This design comes from an exercise in tuning for small area on the open sky130 flow, not from production work.
In this exercise RTL edits were held to simulation tests only and were not proved equivalent to the original.
Power is estimated from default activity; no workload was simulated.

Setup of red:
==> flow/design.v <==
package regfile_reader_pkg;
   localparam int XLEN      = 32;
   localparam int REG_COUNT = 32;
   localparam int AW        = $clog2(REG_COUNT);
   typedef logic [AW-1:0] reg_addr_t;
   localparam reg_addr_t REG_ZERO = '0;
endpackage
module regfile_reader_scoreboard #(
   parameter int REG_COUNT = regfile_reader_pkg::REG_COUNT
) (
   input  logic [REG_COUNT-1:1] busy,
   input  logic [REG_COUNT-1:1] wr_dec,
   input  logic [REG_COUNT-1:1] rs1_dec,
   input  logic [REG_COUNT-1:1] rs2_dec,
   output logic                 hazard
);
   logic [REG_COUNT-1:1] pend;
   assign pend   = busy & ~wr_dec;
   assign hazard = |((rs1_dec | rs2_dec) & pend);
endmodule
module regfile_reader_wbit (
   input  logic we,
   input  logic nwe,
   input  logic wd,
   input  logic q,
   output logic d
);
   assign d = (we & wd) | (nwe & q);
endmodule
module regfile_reader_aoi3 (
   input  logic [2:0] s,
   input  logic [2:0] a,
   output logic       y_n
);
   assign y_n = ~|(s & a);
endmodule
module regfile_reader_nand4 (
   input  logic [3:0] a_n,
   output logic       y
);
   assign y = ~&a_n;
endmodule
module regfile_reader_nand3 (
   input  logic [2:0] a_n,
   output logic       y
);
   assign y = ~&a_n;
endmodule
module regfile_reader_nand2 (
   input  logic s,
   input  logic a,
   output logic y_n
);
   assign y_n = ~(s & a);
endmodule
module regfile_reader_orhold (
   input  logic [2:0] p,
   input  logic       h,
   input  logic       q,
   output logic       y
);
   assign y = h ? q : |p;
endmodule
module regfile_reader_rdbit (
   input  logic [30:0] s,
   input  logic [30:0] a,
   input  logic        h,
   input  logic        q,
   output logic        y
);
   logic [10:0] t_n;
   logic [2:0]  p;
   for (genvar g = 0; g < 10; g++) begin : g_aoi
      regfile_reader_aoi3 u_aoi (.s(s[3*g +: 3]), .a(a[3*g +: 3]), .y_n(t_n[g]));
   end
   regfile_reader_nand2 u_n2 (.s(s[30]), .a(a[30]), .y_n(t_n[10]));
   regfile_reader_nand4 u_o0 (.a_n(t_n[3:0]),  .y(p[0]));
   regfile_reader_nand4 u_o1 (.a_n(t_n[7:4]),  .y(p[1]));
   regfile_reader_nand3 u_o2 (.a_n(t_n[10:8]), .y(p[2]));
   regfile_reader_orhold u_or (.p(p), .h(h), .q(q), .y(y));
endmodule
module regfile_reader #(
   parameter int XLEN      = regfile_reader_pkg::XLEN,
   parameter int REG_COUNT = regfile_reader_pkg::REG_COUNT,
   parameter int AW        = regfile_reader_pkg::AW
) (
   input  logic            clk,
   input  logic            rstn,
   input  logic            enabled,
   output logic            completed,
   input  logic [AW-1:0]   rs1,
   input  logic [AW-1:0]   rs2,
   output logic [XLEN-1:0] rs1_data,
   output logic [XLEN-1:0] rs2_data,
   input  logic            lock_enable,
   input  logic [AW-1:0]   lock_dest,
   input  logic            reg_w_enable,
   input  logic [AW-1:0]   reg_w_dest,
   input  logic [XLEN-1:0] reg_w_data,
   output logic            stalled
);
   logic [XLEN-1:0]      regs  [1:REG_COUNT-1];
   logic [XLEN-1:0]      nregs [1:REG_COUNT-1];
   logic [REG_COUNT-1:1] valid, nvalid, busy;
   logic [REG_COUNT-1:1] wr_dec, nwr_dec, lock_dec, rs1_dec, rs2_dec;
   logic [REG_COUNT-1:1] sel1, sel2;
   logic                 hazard, load;
   logic [XLEN-1:0]      op1, op2;
   always_comb begin
      for (int i = 1; i < REG_COUNT; i++) begin
         wr_dec[i]   = reg_w_enable && (reg_w_dest == AW'(i));
         lock_dec[i] = lock_enable && (lock_dest == AW'(i));
         rs1_dec[i]  = (rs1 == AW'(i));
         rs2_dec[i]  = (rs2 == AW'(i));
      end
   end
   assign nwr_dec = ~wr_dec;
   always_ff @(posedge clk or negedge rstn) begin
      if (!rstn) busy <= '0;
      else       busy <= lock_dec | (busy & nwr_dec);
   end
   regfile_reader_scoreboard #(.REG_COUNT(REG_COUNT)) u_sb (
      .busy    (busy),
      .wr_dec  (wr_dec),
      .rs1_dec (rs1_dec),
      .rs2_dec (rs2_dec),
      .hazard  (hazard)
   );
   assign stalled = enabled && hazard;
   assign load    = enabled && !hazard;
   for (genvar i = 1; i < REG_COUNT; i++) begin : g_row
      for (genvar b = 0; b < XLEN; b++) begin : g_bit
         regfile_reader_wbit u_w (
            .we (wr_dec[i]), .nwe (nwr_dec[i]), .wd (reg_w_data[b]),
            .q (regs[i][b]), .d (nregs[i][b]));
      end
   end
   assign nvalid = valid | wr_dec;
   always_ff @(posedge clk) begin
      for (int i = 1; i < REG_COUNT; i++) regs[i] <= nregs[i];
   end
   always_ff @(posedge clk or negedge rstn) begin
      if (!rstn) valid <= '0;
      else       valid <= nvalid;
   end
   assign sel1 = rs1_dec & nvalid;
   assign sel2 = rs2_dec & nvalid;
   for (genvar b = 0; b < XLEN; b++) begin : g_rd
      logic [30:0] a;
      for (genvar i = 1; i < REG_COUNT; i++) begin : g_a
         assign a[i-1] = nregs[i][b];
      end
      regfile_reader_rdbit u_r1 (.s(sel1), .a(a), .h(!load), .q(rs1_data[b]), .y(op1[b]));
      regfile_reader_rdbit u_r2 (.s(sel2), .a(a), .h(!load), .q(rs2_data[b]), .y(op2[b]));
   end
   always_ff @(posedge clk or negedge rstn) begin
      if (!rstn) begin
         completed <= 1'b0;
         rs1_data  <= '0;
         rs2_data  <= '0;
      end else begin
         completed <= load;
         rs1_data  <= op1;
         rs2_data  <= op2;
      end
   end
endmodule
Settings: LEC_CHECK=0, CAP_MARGIN=15, CORE_MARGIN=2, CORE_UTILIZATION=40, SLEW_MARGIN=15, SYNTH_HIERARCHICAL=1; clock period 6.0 ns.
standard.sh (not shown) runs the stock make flow with config.mk's settings and CLKGATE_MAP_FILE= SYNTH_SCRIPT=/design/flow/synth_recipe.tcl, a recipe that flattens the netlist after the stock synthesis.
==> flow/flow/run.sh <==
#!/bin/bash
# Standard ORFS layout (the standard.sh) with two changes:
#  - ports are buffered with the smallest buffer (buf_1);
#  - CTS uses clkbuf_8 with larger sink clusters and inserts no dummy loads.
set -e
export BUFFER_PORTS_ARGS="-buffer_cell sky130_fd_sc_hd__buf_1"
export CTS_ARGS="-sink_clustering_enable -repair_clock_nets -dont_use_dummy_load -buf_list sky130_fd_sc_hd__clkbuf_8 -sink_clustering_size 14 -sink_clustering_max_diameter 120"
bash standard.sh > standard.log 2>&1
The inputs of blue differ from those of red as listed below.
--- a/flow/design.v
+++ b/flow/design.v
@@ -57,11 +57,11 @@
    input  logic [2:0] p,
    input  logic       h,
    input  logic       q,
    output logic       y
 );
-   assign y = h ? q : |p;
+   assign y = (h & q) | (|p);
 endmodule
 module regfile_reader_rdbit (
    input  logic [30:0] s,
    input  logic [30:0] a,
    input  logic        h,
@@ -141,12 +141,12 @@
    end
    always_ff @(posedge clk or negedge rstn) begin
       if (!rstn) valid <= '0;
       else       valid <= nvalid;
    end
-   assign sel1 = rs1_dec & nvalid;
-   assign sel2 = rs2_dec & nvalid;
+   assign sel1 = rs1_dec & nvalid & {(REG_COUNT-1){load}};
+   assign sel2 = rs2_dec & nvalid & {(REG_COUNT-1){load}};
    for (genvar b = 0; b < XLEN; b++) begin : g_rd
       logic [30:0] a;
       for (genvar i = 1; i < REG_COUNT; i++) begin : g_a
          assign a[i-1] = nregs[i][b];
       end
Notes after the runs:
blue | status: complete | timing, DRC, antenna: pass. Every stage of the flow completed for red, and the final layout passed the timing, design-rule and antenna checks. Summary of blue over red: number of logic stages on the critical path including buffering rose 7, clock share of power now sits higher, clock insertion delay at the later pin of the skew report -20 ps, cell count after synthesis now sits lower. When the final numbers for red and blue were put side by side, the wire length reported by the detailed router turned out to be greater in blue.

-- separate check: timing with driven ports --
In the flow no input, the clock included, has a driving cell. The finished layouts below were timed again as built, in two steps.
Step 1 assumes that a clkbuf_16 drives the clock port and a buf_2 every other input.
Step 2 also shifts input and output timing later by t, the mid clock arrival at the registers, as if the neighbouring blocks saw the same clock.
Slacks: ideal / step 1 / step 2; pairs: ideal / step 1.
run | t, ns | setup slack, ns | worst data-port slew with drivers (ns)
red | 0.850 | 0.965 / 0.941 / 0.927 | 0.14
blue | 0.846 | 0.523 / 0.562 / -0.284 | 0.21
With both steps, setup timing fails in blue, where it was met with ideal ports. The setup slack of blue, which loses most, moves by +0.039 ns with the drivers and by -0.807 ns with both steps.
